This design comes from an exercise in tuning for small area, a short achievable clock period and few clock cycles per item on the open sky130 flow, not from production work. RTL that was checked went through simulation tests only; none was proved equivalent to the original. No activity file was given, so power comes from the tool's default toggle rates.

==> job 3897 <==
Design mult_stream_mac, start of the top module:
module mult_stream_mac #(
    parameter int DATA_WIDTH = 8,
    parameter int MAP_SIZE = 32,
    parameter int LANES = 32,
    localparam int BEATS = MAP_SIZE * MAP_SIZE / LANES,
    localparam int ACC_WIDTH = 2 * DATA_WIDTH + $clog2(BEATS)
) (
    input  logic                         clk,
    input  logic                         rst_n,
    input  logic                         mode,
    input  logic                         in_valid,
    output logic                         in_ready,
    input  logic [LANES*DATA_WIDTH-1:0]  a,
    input  logic [LANES*DATA_WIDTH-1:0]  b,
    output logic                         out_valid,
    input  logic                         out_ready,
    output logic [LANES*ACC_WIDTH-1:0]   out_data,
    output logic                         out_last
);
export LEC_CHECK = 0
export CAP_MARGIN = 20
export CORE_MARGIN = 2
export CORE_UTILIZATION = 40
export SETUP_SLACK_MARGIN = 4.0
export SLEW_MARGIN = 20
create_clock -name core_clock -period 7.2 [get_ports {clk}]
standard.sh (not shown) runs the stock make flow with config.mk's settings and CLKGATE_MAP_FILE= SYNTH_SCRIPT=/design/flow/synth_recipe.tcl, a recipe that flattens the netlist after the stock synthesis.
==> flow/flow/run.sh <==
#!/bin/bash
# The standard layout, with plain buffers (buf_1) rather than delay cells on the ports; ORFS's
# resizer sizes them afterwards as it does every cell. Each step's log is in orfs/logs/.
set -euo pipefail
bash standard.sh "BUFFER_PORTS_ARGS=-buffer_cell sky130_fd_sc_hd__buf_1" finish > standard.log 2>&1
==> inputs of job 3793, as changes to job 3897 <==
--- a/flow/design.v
+++ b/flow/design.v
@@ -333,99 +333,99 @@
     assign m63 = ~(x[7] & y[6]);
     assign m64 = x[7] & y[7];
     assign m65 = m2 ^ m9;
     assign m66 = m2 & m9;
     assign m67 = m3 ^ m10 ^ m17;
-    assign m68 = (m3 ^ m10) ? m17 : m3;
+    assign m68 = (m3 & m10) | (m3 & m17) | (m10 & m17);
     assign m69 = m66 ^ m67;
     assign m70 = m66 & m67;
     assign m71 = m4 ^ m11 ^ m18;
-    assign m72 = (m4 ^ m11) ? m18 : m4;
+    assign m72 = (m4 & m11) | (m4 & m18) | (m11 & m18);
     assign m73 = m25 ^ m68 ^ m71;
-    assign m74 = (m25 ^ m68) ? m71 : m25;
+    assign m74 = (m25 & m68) | (m25 & m71) | (m68 & m71);
     assign m75 = m70 ^ m73;
     assign m76 = m70 & m73;
     assign m77 = m5 ^ m12 ^ m19;
-    assign m78 = (m5 ^ m12) ? m19 : m5;
+    assign m78 = (m5 & m12) | (m5 & m19) | (m12 & m19);
     assign m79 = m26 ^ m33 ^ m72;
-    assign m80 = (m26 ^ m33) ? m72 : m26;
+    assign m80 = (m26 & m33) | (m26 & m72) | (m33 & m72);
     assign m81 = m77 ^ m74 ^ m79;
-    assign m82 = (m77 ^ m74) ? m79 : m77;
+    assign m82 = (m77 & m74) | (m77 & m79) | (m74 & m79);
     assign m83 = m76 ^ m81;
     assign m84 = m76 & m81;
     assign m85 = m6 ^ m13 ^ m20;
-    assign m86 = (m6 ^ m13) ? m20 : m6;
+    assign m86 = (m6 & m13) | (m6 & m20) | (m13 & m20);
     assign m87 = m27 ^ m34 ^ m41;
-    assign m88 = (m27 ^ m34) ? m41 : m27;
+    assign m88 = (m27 & m34) | (m27 & m41) | (m34 & m41);
     assign m89 = m78 ^ m85 ^ m87;
-    assign m90 = (m78 ^ m85) ? m87 : m78;
+    assign m90 = (m78 & m85) | (m78 & m87) | (m85 & m87);
     assign m91 = m80 ^ m89 ^ m82;
-    assign m92 = (m80 ^ m89) ? m82 : m80;
+    assign m92 = (m80 & m89) | (m80 & m82) | (m89 & m82);
     assign m93 = m7 ^ m14 ^ m21;
-    assign m94 = (m7 ^ m14) ? m21 : m7;
+    assign m94 = (m7 & m14) | (m7 & m21) | (m14 & m21);
     assign m95 = m28 ^ m35 ^ m42;
-    assign m96 = (m28 ^ m35) ? m42 : m28;
+    assign m96 = (m28 & m35) | (m28 & m42) | (m35 & m42);
     assign m97 = m49 ^ m86 ^ m88;
-    assign m98 = (m49 ^ m86) ? m88 : m49;
+    assign m98 = (m49 & m86) | (m49 & m88) | (m86 & m88);
     assign m99 = m93 ^ m95 ^ m90;
-    assign m100 = (m93 ^ m95) ? m90 : m93;
+    assign m100 = (m93 & m95) | (m93 & m90) | (m95 & m90);
     assign m101 = m97 ^ m99;
     assign m102 = m97 & m99;
     assign m103 = m8 ^ m15 ^ m22;
-    assign m104 = (m8 ^ m15) ? m22 : m8;
+    assign m104 = (m8 & m15) | (m8 & m22) | (m15 & m22);
     assign m105 = m29 ^ m36 ^ m43;
-    assign m106 = (m29 ^ m36) ? m43 : m29;
+    assign m106 = (m29 & m36) | (m29 & m43) | (m36 & m43);
     assign m107 = m50 ^ m57 ^ m94;
-    assign m108 = (m50 ^ m57) ? m94 : m50;
+    assign m108 = (m50 & m57) | (m50 & m94) | (m57 & m94);
     assign m109 = m96 ^ m103 ^ m105;
-    assign m110 = (m96 ^ m103) ? m105 : m96;
+    assign m110 = (m96 & m103) | (m96 & m105) | (m103 & m105);
     assign m111 = m98 ^ m107 ^ m109;
-    assign m112 = (m98 ^ m107) ? m109 : m98;
+    assign m112 = (m98 & m107) | (m98 & m109) | (m107 & m109);
     assign m113 = m100 ^ m111;
     assign m114 = m100 & m111;
     assign m115 = ~(m16 ^ m23);
     assign m116 = m16 | m23;
     assign m117 = m30 ^ m37 ^ m44;
-    assign m118 = (m30 ^ m37) ? m44 : m30;
+    assign m118 = (m30 & m37) | (m30 & m44) | (m37 & m44);
     assign m119 = m51 ^ m58 ^ m104;
-    assign m120 = (m51 ^ m58) ? m104 : m51;
+    assign m120 = (m51 & m58) | (m51 & m104) | (m58 & m104);
     assign m121 = m106 ^ m115 ^ m117;
-    assign m122 = (m106 ^ m115) ? m117 : m106;
+    assign m122 = (m106 & m115) | (m106 & m117) | (m115 & m117);
     assign m123 = m108 ^ m110 ^ m119;
-    assign m124 = (m108 ^ m110) ? m119 : m108;
+    assign m124 = (m108 & m110) | (m108 & m119) | (m110 & m119);
     assign m125 = m121 ^ m112 ^ m123;
-    assign m126 = (m121 ^ m112) ? m123 : m121;
+    assign m126 = (m121 & m112) | (m121 & m123) | (m112 & m123);
     assign m127 = m24 ^ m31 ^ m38;
-    assign m128 = (m24 ^ m31) ? m38 : m24;
+    assign m128 = (m24 & m31) | (m24 & m38) | (m31 & m38);
     assign m129 = m45 ^ m52 ^ m59;
-    assign m130 = (m45 ^ m52) ? m59 : m45;
+    assign m130 = (m45 & m52) | (m45 & m59) | (m52 & m59);
     assign m131 = m116 ^ m118 ^ m127;
-    assign m132 = (m116 ^ m118) ? m127 : m116;
+    assign m132 = (m116 & m118) | (m116 & m127) | (m118 & m127);
     assign m133 = m129 ^ m120 ^ m122;
-    assign m134 = (m129 ^ m120) ? m122 : m129;
+    assign m134 = (m129 & m120) | (m129 & m122) | (m120 & m122);
     assign m135 = m131 ^ m124 ^ m133;
-    assign m136 = (m131 ^ m124) ? m133 : m131;
+    assign m136 = (m131 & m124) | (m131 & m133) | (m124 & m133);
     assign m137 = m32 ^ m39 ^ m46;
-    assign m138 = (m32 ^ m39) ? m46 : m32;
+    assign m138 = (m32 & m39) | (m32 & m46) | (m39 & m46);
     assign m139 = m53 ^ m60 ^ m128;
-    assign m140 = (m53 ^ m60) ? m128 : m53;
+    assign m140 = (m53 & m60) | (m53 & m128) | (m60 & m128);
     assign m141 = m130 ^ m137 ^ m132;
-    assign m142 = (m130 ^ m137) ? m132 : m130;
+    assign m142 = (m130 & m137) | (m130 & m132) | (m137 & m132);
     assign m143 = m139 ^ m134 ^ m141;
-    assign m144 = (m139 ^ m134) ? m141 : m139;
+    assign m144 = (m139 & m134) | (m139 & m141) | (m134 & m141);
     assign m145 = m40 ^ m47 ^ m54;
-    assign m146 = (m40 ^ m47) ? m54 : m40;
+    assign m146 = (m40 & m47) | (m40 & m54) | (m47 & m54);
     assign m147 = m61 ^ m138 ^ m145;
-    assign m148 = (m61 ^ m138) ? m145 : m61;
+    assign m148 = (m61 & m138) | (m61 & m145) | (m138 & m145);
     assign m149 = m140 ^ m147 ^ m142;
-    assign m150 = (m140 ^ m147) ? m142 : m140;
+    assign m150 = (m140 & m147) | (m140 & m142) | (m147 & m142);
     assign m151 = m48 ^ m55 ^ m62;
-    assign m152 = (m48 ^ m55) ? m62 : m48;
+    assign m152 = (m48 & m55) | (m48 & m62) | (m55 & m62);
     assign m153 = m146 ^ m151 ^ m148;
-    assign m154 = (m146 ^ m151) ? m148 : m146;
+    assign m154 = (m146 & m151) | (m146 & m148) | (m151 & m148);
     assign m155 = m56 ^ m63 ^ m152;
-    assign m156 = (m56 ^ m63) ? m152 : m56;
+    assign m156 = (m56 & m63) | (m56 & m152) | (m63 & m152);
     assign m157 = m84 ^ m91;
     assign m158 = m84 & m91;
     assign m159 = m92 ^ m101;
     assign m160 = m92 & m101;
     assign m161 = m102 ^ m113;
Settings changed: SETUP_SLACK_MARGIN 4.0 to 3.6, TNS_END_PERCENT set to 30.
==> comparison <==
Job 3897 produced a clean layout. Job 3793 passed the timing, design-rule and antenna checks.
Count of clock-buffer cells in the layout: job 3793 is higher than job 3897 (12).
In sequential power, job 3897 and job 3793 hardly differ.
Between job 3793 and job 3897, the lower synthesized cell count is in job 3793 (gap 17%, measured against job 3897).
In job 3897 the final area is higher than in job 3793, by 12%.
Against job 3897, the routed wire length of job 3793 is lower by 13%.
In job 3793 the register-to-register slack is lower than in job 3897, by 0.10 ns.
In sequential cell count, job 3897 and job 3793 do not differ.
==> figures <==
CP required: job 3897 7.82 ns; job 3793 7.78 ns
Classification of the worst setup path: job 3897 reg2reg; job 3793 in2reg
Placed insts: job 3897 19260; job 3793 16972
Number of distinct library cell variants in the gate-level netlist after synthesis: job 3897 74; job 3793 66
Antenna violations before repair: job 3897 125; job 3793 88
Multiplexer fraction of the synthesized cell area: job 3897 0.07488%; job 3793 0.02526%
Run status: job 3897 timing/DRC/antenna clean; job 3793 timing/DRC/antenna clean
Fraction of the yosys area taken by sequential cells: job 3897 32.97%; job 3793 34.65%
Fraction of the mapped netlist area in compound gates: job 3897 7.681%; job 3793 4.710%
Met2 demand-to-capacity share in global routing: job 3897 35.83%; job 3793 32.52%
P_leak: job 3897 65.39 nW; job 3793 65.77 nW
Sequential cell area share: job 3897 26.84%; job 3793 30.01%
Final standard cell count with taps included and fillers excluded: job 3897 20262; job 3793 17482
Areal power density over the cells: job 3897 424.9 nW/um^2; job 3793 409.0 nW/um^2
Proportion of netlist area held by the largest area contributor: job 3897 32.66%; job 3793 34.32%
Count of buffers not belonging to the clock network in the layout: job 3897 1832; job 3793 1340
Testbench counts of job 3793, summed over its fixed seeds: cycles 4,112, items 4,096.
Only the layout flow was run in job 3897; the RTL was not checked for function there.

==> separate check: timing with driven ports <==
No port has a modelled driver above. Below, the same layouts with a new extraction and two added sets of constraints.
Step 1 sets driving cells, clkbuf_16 on the clock port and buf_2 on the other inputs (assumed; they add their load-dependent delay and slew).
Step 2 also shifts input and output timing later by t, the mid clock arrival at the registers, as if the neighbouring blocks saw the same clock.
Slacks: ideal ports / drivers / drivers and shift; pairs: ideal ports / drivers.
run | t, ns | setup slack, ns | cell pins on the clock port's net
job 3897 | 0.990 | 3.642 / 3.642 / 2.991 | 1
job 3793 | 0.961 | 3.505 / 3.506 / 2.545 | 1
After both steps every run listed still meets setup and hold. For job 3793, which loses most, drivers alone change the setup slack by +0.001 ns; drivers and shift together by -0.960 ns.
